Context: an optimization exercise on an open-source flow, tuned for small area, a short achievable clock period and few clock cycles per item. The choices shown serve that exercise and are no tape-out recipe. Function was checked by simulation only, so behaviour that the tests miss may differ from the original. Power and IR drop assume default switching activity.

**design.v**
```verilog
package teq_pkg;
  localparam int QUEUE_DEPTH = 16;
  localparam int MAX_POPS    = 16;
  localparam int IDX_W       = $clog2(QUEUE_DEPTH);
  localparam int CNT_W       = $clog2(QUEUE_DEPTH + 1);
  typedef logic [IDX_W-1:0] idx_t;
  typedef logic [CNT_W-1:0] cnt_t;
  typedef logic [2:0]  func_t;
  typedef logic [2:0]  status_t;
  typedef logic [31:0] qtime_t;
  typedef logic [31:0] seq_t;
  typedef logic [15:0] tag_t;
  typedef logic [4:0]  removed_t;
  localparam func_t FN_POST       = 3'd0;
  localparam func_t FN_CANCEL_ID  = 3'd1;
  localparam func_t FN_CANCEL_OBJ = 3'd2;
  localparam func_t FN_QUERY      = 3'd3;
  localparam func_t FN_ADVANCE    = 3'd4;
  localparam func_t FN_EXEC       = 3'd5;
  localparam status_t ST_OK         = 3'd0;
  localparam status_t ST_FULL       = 3'd1;
  localparam status_t ST_NOT_FOUND  = 3'd2;
  localparam status_t ST_PAST       = 3'd3;
  localparam status_t ST_NONE_READY = 3'd4;
  localparam int ENTRY_W     = 32 + 32 + 32 + 16 + 16 + 1;
  typedef struct packed {
    qtime_t due;
    qtime_t start;
    seq_t   seq;
    tag_t   object;
    tag_t   payload;
    logic   ready;
  } entry_t;
endpackage
module teq_mem (
  input  logic              clk,
  input  logic              we,
  input  teq_pkg::idx_t     waddr,
  input  teq_pkg::entry_t   wdata,
  input  logic              re,
  input  teq_pkg::idx_t     raddr,
  output teq_pkg::entry_t   rdata
);
  logic [teq_pkg::ENTRY_W-1:0] mem [0:teq_pkg::QUEUE_DEPTH-1];
  always_ff @(posedge clk) begin
    if (we) begin
      mem[waddr] <= wdata;
    end
    if (re) begin
      rdata <= mem[raddr];
    end
  end
endmodule
module timed_event_queue (
  input  logic                clk,
  input  logic                rst,
  input  logic                cmd_valid,
  output logic                cmd_ready,
  input  teq_pkg::func_t      cmd_func,
  input  teq_pkg::qtime_t     cmd_time_value,
  input  teq_pkg::seq_t       cmd_event_id,
  input  teq_pkg::tag_t       cmd_object_id,
  input  teq_pkg::tag_t       cmd_payload_handle,
  output logic                rsp_valid,
  input  logic                rsp_ready,
  output teq_pkg::status_t    rsp_status,
  output teq_pkg::seq_t       rsp_result_id,
  output logic                rsp_pending,
  output teq_pkg::qtime_t     rsp_time_left,
  output teq_pkg::qtime_t     rsp_duration,
  output teq_pkg::qtime_t     rsp_elapsed,
  output teq_pkg::tag_t       rsp_out_object,
  output teq_pkg::tag_t       rsp_out_payload,
  output teq_pkg::removed_t   rsp_removed_count,
  output logic                rsp_last
);
  typedef enum logic [3:0] {
    S_IDLE   = 4'b0001,
    S_SCAN   = 4'b0010,
    S_POST   = 4'b0100,
    S_FINISH = 4'b1000
  } state_t;
  typedef struct packed {
    teq_pkg::status_t  status;
    teq_pkg::seq_t     result_id;
    logic              pending;
    teq_pkg::qtime_t   time_left;
    teq_pkg::qtime_t   duration;
    teq_pkg::qtime_t   elapsed;
    teq_pkg::tag_t     out_object;
    teq_pkg::tag_t     out_payload;
    teq_pkg::removed_t removed_count;
    logic              last;
  } result_t;
  state_t            state;
  teq_pkg::cnt_t     count;
  teq_pkg::qtime_t   cur_time;
  teq_pkg::seq_t     next_seq;
  teq_pkg::func_t    func_r;
  teq_pkg::qtime_t   tv_r;
  teq_pkg::seq_t     eid_r;
  teq_pkg::tag_t     obj_r;
  teq_pkg::tag_t     pay_r;
  teq_pkg::qtime_t   post_t;
  teq_pkg::seq_t     post_id;
  teq_pkg::cnt_t     i;
  teq_pkg::cnt_t     cnt;
  logic              rv;
  teq_pkg::idx_t     ridx;
  logic              found;
  logic              run;
  logic              hold_valid;
  teq_pkg::entry_t   hold;
  result_t           res;
  result_t           pop_r;
  logic              o_valid;
  result_t           o_data;
  teq_pkg::entry_t   rdata;
  teq_pkg::entry_t   wdata;
  teq_pkg::idx_t     raddr;
  teq_pkg::idx_t     waddr;
  logic              re;
  logic              we;
  logic              out_free;
  logic              accept;
  logic              hit_seq;
  logic              hit_obj;
  logic              drop;
  logic              stall;
  logic              scan_issue;
  logic              scan_done;
  logic              post_place;
  logic              post_issue;
  teq_pkg::cnt_t     i_dec;
  teq_pkg::entry_t   new_entry;
  logic [32:0]       due_sum;
  always_comb begin
    pop_r             = '0;
    pop_r.result_id   = hold.seq;
    pop_r.out_object  = hold.object;
    pop_r.out_payload = hold.payload;
  end
  teq_mem u_mem (
    .clk   (clk),
    .we    (we),
    .waddr (waddr),
    .wdata (wdata),
    .re    (re),
    .raddr (raddr),
    .rdata (rdata)
  );
  assign out_free  = !o_valid || rsp_ready;
  assign cmd_ready = (state == S_IDLE);
  assign accept    = cmd_valid && cmd_ready;
  assign due_sum   = {1'b0, cur_time} + {1'b0, cmd_time_value};
  assign i_dec     = i - 1'b1;
  always_comb begin
    hit_seq = (rdata.seq == eid_r);
    hit_obj = (rdata.object == obj_r);
    unique case (func_r)
      teq_pkg::FN_CANCEL_ID:  drop = !found && hit_seq;
      teq_pkg::FN_CANCEL_OBJ: drop = hit_obj;
      teq_pkg::FN_EXEC:       drop = run && rdata.ready && (32'(cnt) < teq_pkg::MAX_POPS);
      default:                drop = 1'b0;
    endcase
    stall      = (state == S_SCAN) && rv && drop && (func_r == teq_pkg::FN_EXEC)
                 && hold_valid && !out_free;
    scan_issue = (state == S_SCAN) && !stall && (i < count);
    scan_done  = (state == S_SCAN) && !rv && !(i < count);
    post_place = (state == S_POST) && (rv ? !(rdata.due > post_t) : (i == '0));
    post_issue = (state == S_POST) && !post_place && (i != '0);
    new_entry  = {post_t, cur_time, post_id, obj_r, pay_r, 1'b0};
    re    = scan_issue || post_issue;
    raddr = scan_issue ? i[teq_pkg::IDX_W-1:0] : i_dec[teq_pkg::IDX_W-1:0];
    we    = 1'b0;
    waddr = ridx;
    wdata = rdata;
    if (state == S_SCAN) begin
      we          = rv && !stall && !drop && (func_r != teq_pkg::FN_QUERY);
      waddr       = ridx - cnt[teq_pkg::IDX_W-1:0];
      wdata.ready = rdata.ready
                    || ((func_r == teq_pkg::FN_ADVANCE) && (rdata.due <= tv_r));
    end else if (state == S_POST) begin
      we    = 1'b1;
      waddr = rv ? (ridx + 1'b1) : '0;
      wdata = (rv && !post_place) ? rdata : new_entry;
      if (!rv && !post_place) begin
        we = 1'b0;
      end
    end
  end
  always_ff @(posedge clk) begin
    if (rst) begin
      state      <= S_IDLE;
      count      <= '0;
      cur_time   <= '0;
      next_seq   <= 32'd1;
      o_valid    <= 1'b0;
      rv         <= 1'b0;
      hold_valid <= 1'b0;
    end else begin
      if (o_valid && rsp_ready) begin
        o_valid <= 1'b0;
      end
      if (!stall) begin
        rv   <= re;
        ridx <= raddr;
      end
      unique case (state)
        S_IDLE: begin
          if (accept) begin
            func_r     <= cmd_func;
            tv_r       <= cmd_time_value;
            eid_r      <= cmd_event_id;
            obj_r      <= cmd_object_id;
            pay_r      <= cmd_payload_handle;
            cnt        <= '0;
            found      <= 1'b0;
            run        <= 1'b1;
            hold_valid <= 1'b0;
            res        <= '0;
            i          <= '0;
            unique case (cmd_func)
              teq_pkg::FN_POST: begin
                if (count == teq_pkg::CNT_W'(teq_pkg::QUEUE_DEPTH)) begin
                  res.status <= teq_pkg::ST_FULL;
                  state      <= S_FINISH;
                end else begin
                  post_t   <= due_sum[32] ? '1 : due_sum[31:0];
                  post_id  <= next_seq;
                  next_seq <= (next_seq == '1) ? 32'd1 : next_seq + 32'd1;
                  i        <= count;
                  state    <= S_POST;
                end
              end
              teq_pkg::FN_CANCEL_ID, teq_pkg::FN_CANCEL_OBJ, teq_pkg::FN_EXEC: begin
                state <= S_SCAN;
              end
              teq_pkg::FN_QUERY: begin
                res.status <= teq_pkg::ST_NOT_FOUND;
                state      <= S_SCAN;
              end
              teq_pkg::FN_ADVANCE: begin
                if (cmd_time_value < cur_time) begin
                  res.status <= teq_pkg::ST_PAST;
                  state      <= S_FINISH;
                end else begin
                  state <= S_SCAN;
                end
              end
              default: state <= S_FINISH;
            endcase
          end
        end
        S_SCAN: begin
          if (!stall) begin
            if (scan_issue) begin
              i <= i + 1'b1;
            end
            if (rv) begin
              if ((func_r == teq_pkg::FN_QUERY) && !found && hit_seq) begin
                found         <= 1'b1;
                res.status    <= teq_pkg::ST_OK;
                res.pending   <= 1'b1;
                res.time_left <= (rdata.due > cur_time) ? rdata.due - cur_time : '0;
                res.duration  <= (rdata.due >= rdata.start) ? rdata.due - rdata.start : '0;
                res.elapsed   <= (cur_time >= rdata.start) ? cur_time - rdata.start : '0;
              end
              if ((func_r == teq_pkg::FN_CANCEL_ID) && drop) begin
                found <= 1'b1;
              end
              if (func_r == teq_pkg::FN_EXEC) begin
                if (drop) begin
                  hold       <= rdata;
                  hold_valid <= 1'b1;
                  if (hold_valid) begin
                    o_valid <= 1'b1;
                    o_data  <= pop_r;
                  end
                end else begin
                  run <= 1'b0;
                end
              end
              if (drop) begin
                cnt <= cnt + 1'b1;
              end
            end
            if (scan_done) begin
              count <= count - cnt;
              state <= S_FINISH;
              unique case (func_r)
                teq_pkg::FN_CANCEL_ID: begin
                  res.status        <= found ? teq_pkg::ST_OK : teq_pkg::ST_NOT_FOUND;
                  res.removed_count <= found ? 5'd1 : 5'd0;
                end
                teq_pkg::FN_CANCEL_OBJ: begin
                  res.status        <= (cnt != '0) ? teq_pkg::ST_OK : teq_pkg::ST_NOT_FOUND;
                  res.removed_count <= (32'(cnt) > 31) ? 5'd31 : 5'(cnt);
                end
                teq_pkg::FN_ADVANCE: cur_time <= tv_r;
                teq_pkg::FN_EXEC: begin
                  if (cnt == '0) begin
                    res.status <= teq_pkg::ST_NONE_READY;
                  end
                end
                default: ;
              endcase
            end
          end
        end
        S_POST: begin
          if (post_issue) begin
            i <= i_dec;
          end
          if (post_place) begin
            count         <= count + 1'b1;
            res.result_id <= post_id;
            state         <= S_FINISH;
          end
        end
        S_FINISH: begin
          if (out_free) begin
            o_valid <= 1'b1;
            if ((func_r == teq_pkg::FN_EXEC) && hold_valid) begin
              o_data      <= pop_r;
              o_data.last <= 1'b1;
            end else begin
              o_data      <= res;
              o_data.last <= 1'b1;
            end
            hold_valid <= 1'b0;
            state      <= S_IDLE;
          end
        end
        default: state <= S_IDLE;
      endcase
    end
  end
  assign rsp_valid         = o_valid;
  assign rsp_status        = o_data.status;
  assign rsp_result_id     = o_data.result_id;
  assign rsp_pending       = o_data.pending;
  assign rsp_time_left     = o_data.time_left;
  assign rsp_duration      = o_data.duration;
  assign rsp_elapsed       = o_data.elapsed;
  assign rsp_out_object    = o_data.out_object;
  assign rsp_out_payload   = o_data.out_payload;
  assign rsp_removed_count = o_data.removed_count;
  assign rsp_last          = o_data.last;
endmodule
```
**run.sh**
```bash
#!/bin/bash
# synth_recipe.tcl (not shown) runs the flow's synth.tcl, then flattens the netlist and writes it again
# the make line also repeats each setting of config.mk as NAME=value (left out here)
make -C /OpenROAD-flow-scripts/flow DESIGN_CONFIG=/design/flow/config.mk WORK_HOME=/design/flow/orfs CLKGATE_MAP_FILE= SYNTH_SCRIPT=/design/flow/synth_recipe.tcl finish
```
**config.mk**
```make
export PLATFORM = sky130hd
export DESIGN_NAME = timed_event_queue
export DESIGN_NICKNAME = timed_event_queue
export VERILOG_FILES = /design/flow/design.v
export SDC_FILE = /design/flow/constraint.sdc
export NUM_CORES = 4
export LEC_CHECK = 0
export CAP_MARGIN = 20
export CORE_MARGIN = 2
export CORE_UTILIZATION = 40
export SLEW_MARGIN = 20
```
**constraint.sdc**
```tcl
create_clock -name core_clock -period 8.0 [get_ports {clk}]
set_input_delay 1.6000 -clock core_clock [delete_from_list [all_inputs] [get_ports {clk}]]
set_output_delay 1.6000 -clock core_clock [all_outputs]
set_load 0.01 [all_outputs]
```
==> impl_results.md <==
* Die X at 545 um
* TritonCTS Sinks at 2819
* Pre-Repair DR Iteration Count at 6
* Most instantiated library cell after synthesis: edfxtp_1
* Area grow syn2layout at 15.2%
* Number of placed I/O pins at 275
* Violation count after the first detailed-routing iteration at 9107
* Total global routing overflow at 0
* Final count of hold timing violations at 0
* Sum of routed wire length over all layers at 344000 um
* CP max FO at 110
* CTS root buf: clkbuf_16
* Netlist area before placement at 117000 um2
* Global-route wire length before repair at 494000 um
* Commonest cells in the synthesized netlist: 2743 x edfxtp_1, 1770 x nand2_1, 919 x nand3_1, 303 x nor2_1, 289 x a21oi_1
* Post-Layout Inst Area at 135000 um2
* Final weighted congestion of routability-driven global placement at 0.892
* Total of flip-flops plus latches after synthesis at 2819
* Die height at 545 um
* Normalized max-slew margin at 0.203
* Routed wire length per instance at 26.4 um
* Clock latency at the later pin of the worst-skew pair at 920 ps
* Largest stage delay on the critical path at 930 ps
* Fraction of final layout cells with drive strength greater than 1 at 0.0915
* Non-Filler Instances at 13000
* Top cell type's share of synthesized area at 0.704
* Post-cts sizing count at 0
* Setup violation total in the final timing report at 0
* Most used DFF post-synth: edfxtp_1
* Worst clock skew on the final layout at 72.5 ps
* Category of cells accounting for the largest share of critical-path delay: simple AND/OR/NAND/NOR gates
* Nets at 9257
* Number of global-route vias before repair at 70200
* Area fraction in compound gates after synthesis at 0.0490
* Post-synth EDFFs at 2743
* Die footprint at 297000 um2
* Worst path slowest cell: nor4_1
* Yosys cell types at 75
* Initial Util at 0.402
* Crit. End Element: flip-flop
* Leakage power at 46.1 nW
* Area leader, netlist: edfxtp_1
* Ranking of synthesized cells by area: edfxtp_1 70%, nand2_1 5.7%, nand3_1 3.9%
* Detail Placement HPWL at 189000 um
* Final core occ at 0.463
* Dominant combinational cell family by area after synthesis: simple AND/OR/NAND/NOR gates
* Largest buffer count on any clock path at 4
* Worst Setup Start Kind: flip-flop
* Total clock buffers created by CTS at 298
* Status: timing/DRC/antenna clean
* Post-CTS Setup Repair Bufs at 0
* Pwr Density at 281 nW/um2
* Arr. time, crit path at 6870 ps
* Count of yosys warnings during synthesis at 2
* Count of pins over their slew limit at 0
* Type of the worst min-delay path: flip-flop to flip-flop
* DRT antenna net count at 0
* Sequential-to-total area share from yosys stat at 0.717
* Cells after Synth at 8620
* Clk pin slew, worst setup/hold paths at 60 ps
* Maximum number of pins on one net before global-route repair at 212
* Count of hold buffers inserted by post-cts repair at 0
* Post-Synth Simple-Gate Area at 0.132
* Max H-tree Level at 5
* Category of the critical setup timing path: flip-flop to flip-flop
* Adder-cell share of the synthesized area at 0.0271
* Final period demand of the worst path at 6250 ps
* XOR/XNOR share of the synthesized area at 0.0150
* Number of nets in the synthesized netlist at 8973
* Instance area after placement at 125000 um2
* Max Cap Violations at 0
* Chain of cells forming the critical path: xor2_1, nor4_1, nand3_1, nor4_2, o31ai_2, o31a_4, xnor2_4, inv_8, nor2_4, buf_4, a32oi_1, a31oi_1, a21oi_1
* Number of cells in the design after placement at 12500
* Via count at 73900
* Initial antenna violation count at 20
* Final worst hold slack at 465 ps
* Worst path buffer plus inverter count at 2
* Portion of the clock cycle consumed by the worst path in the final layout at 0.781
* Aggregate global-route resource usage at 0.227
* Slew at the pin with the worst max-slew slack at 1160 ps
* Worst VDD drop at 0.328 mV
* Max Fclk at 160 MHz
* Clock tree from TritonCTS: built
* Setup repair after global routing missed its margin: false
* Via density at 5.66
* Fraction of registers with async set or reset after synthesis at 0
* Synthesized area divided by synthesized cell count at 13.6 um2
* Required time of the worst setup path at 8630 ps
* Port Buffer Count at 274
* Multiplexer share of the synthesized area at 0.0364
* Std-Cell Rows at 198
* Core Footprint at 291000 um2
* Remaining design rule violation count at 0
==> state kept, by name, indices dropped and copies added (netlist names), 3 cells and up <==
register and count:
o_data 170, next_seq 32, count 5, pay_r 16, u_mem.rdata 129, state 4, tv_r 32, cnt 5
obj_r 16, res 137, post_t 32, func_r 3, ridx 4, post_id 32, eid_r 32, u_mem.mem 2064
i 5, hold 64, cur_time 32
==> metal layers <==
layer / share of wire / vias to the layer above / GRT usage
met4: 0.025 / 6 / 0.0605
met3: 0.095 / 566 / 0.0387
met5: 0.00011 / - / 0
met1: 0.43 / 37400 / 0.333
met2: 0.45 / 3577 / 0.348
li1: - / 32400 / -
==> placed cells by master, fill, tap and decap left out, drive strengths merged, types with 71 or more instances in the layout <==
| cell | count |
|---|---|
| a21oi | 289 |
| a31oi | 87 |
| a32oi | 98 |
| and2 | 145 |
| buf | 148 |
| clkbuf | 357 |
| clkdlybuf4s50 | 273 |
| clkinv | 126 |
| dfxtp | 76 |
| edfxtp | 2743 |
| ha | 244 |
| inv | 216 |
| mux2 | 128 |
| mux2i | 133 |
| nand2 | 1770 |
| nand3 | 919 |
| nand4 | 71 |
| nor2 | 303 |
| nor3 | 80 |
| o21ai | 165 |
| xnor2 | 113 |
| xor2 | 83 |
==> cell families (layout without fill, tap and decap cells) <==
family                   Yosys count  in the layout
AND/OR/NAND/NOR                 3483           3483
flip-flops                      2819           2819
AO/OA/AOI/OAI                    901            901
buffers and inverters            644           1163
multiplexers                     327            327
adder cells (fa/ha/maj)          250            250
XOR/XNOR                         196            196
other                              0              8
==> path summary, 6_finish.rpt <==
| check | startpoint | endpoint | slack, ps | depth (start not counted) |
|---|---|---|---|---|
| setup / recovery | u_mem.rdata[23] | u_mem.rdata[113] | 1750 | 13 |
| hold / removal | u_mem.rdata[2] | hold[2] | 470 | 0 |
| setup reg to reg | u_mem.rdata[23] | u_mem.rdata[113] | 1750 | 13 |
| hold reg to reg | u_mem.rdata[2] | hold[2] | 470 | 0 |
==> through the flow <==
stage | setup TNS (ps) | worst slack (ps) | power, mW
floorplan | -211150 | -207 | 21.7
CTS | 0 | 1710 | 38.0
global placement | 0 | 1810 | 24.0
detailed placement | 0 | 1740 | 24.1
finish | 0 | 1750 | 37.8
global route | 0 | 1660 | 39.2
==> layout make-up <==
| cell class | count | area [um2] |
|---|---|---|
| Antenna cell | 8 | 20.0 |
| Multi-Input combinational cell | 5157 | 30700 |
| Clock inverter | 178 | 2010 |
| Tap cell | 3900 | 4880 |
| Inverter | 207 | 802 |
| Fill cell | 25300 | 156000 |
| Sequential cell | 2819 | 83900 |
| Timing Repair Buffer | 421 | 4550 |
| Clock buffer | 357 | 7840 |
==> power by group <==
part	leakage, nW	switching, mW	internal (mW)
clock network	4.77	5.86	8.11
logic	15.9	4.94	2.13
registers	25.5	0.169	16.6
total	46.1	11.0	26.9
Testbench counts, summed over its fixed seeds: cycles 28,305, commands 3,200.

-- static timing again, ports no longer ideal --
How much do the figures lean on ideal ports? The routed layout below was timed once more, with nothing changed but the port constraints.
Step 1 (the two cells are an assumption about what drives the block):
set clk [get_ports {clk}]
set_driving_cell -lib_cell sky130_fd_sc_hd__clkbuf_16 $clk
set_driving_cell -lib_cell sky130_fd_sc_hd__buf_2 [delete_from_list [all_inputs] $clk]
Step 2, shift: input delay + t, output delay - t, t = (earliest + latest rising clock arrival at the registers) / 2. This alone moves slack from input paths to output paths.
Three values: no drivers, after step 1, after step 2; two values: the first two.
t (ns): 0.986
setup WS [ns]: 1.753 / 1.753 / 1.753
worst hold slack (ns): 0.465 / 0.465 / 0.465
clock arrival spread, ns: 0.076 / 0.076
worst register clock-pin slew, ns: 0.07 / 0.07
After both steps setup and hold are still met in this run. For this run, drivers alone change the setup slack by 0.000 ns; drivers and shift together by 0.000 ns.
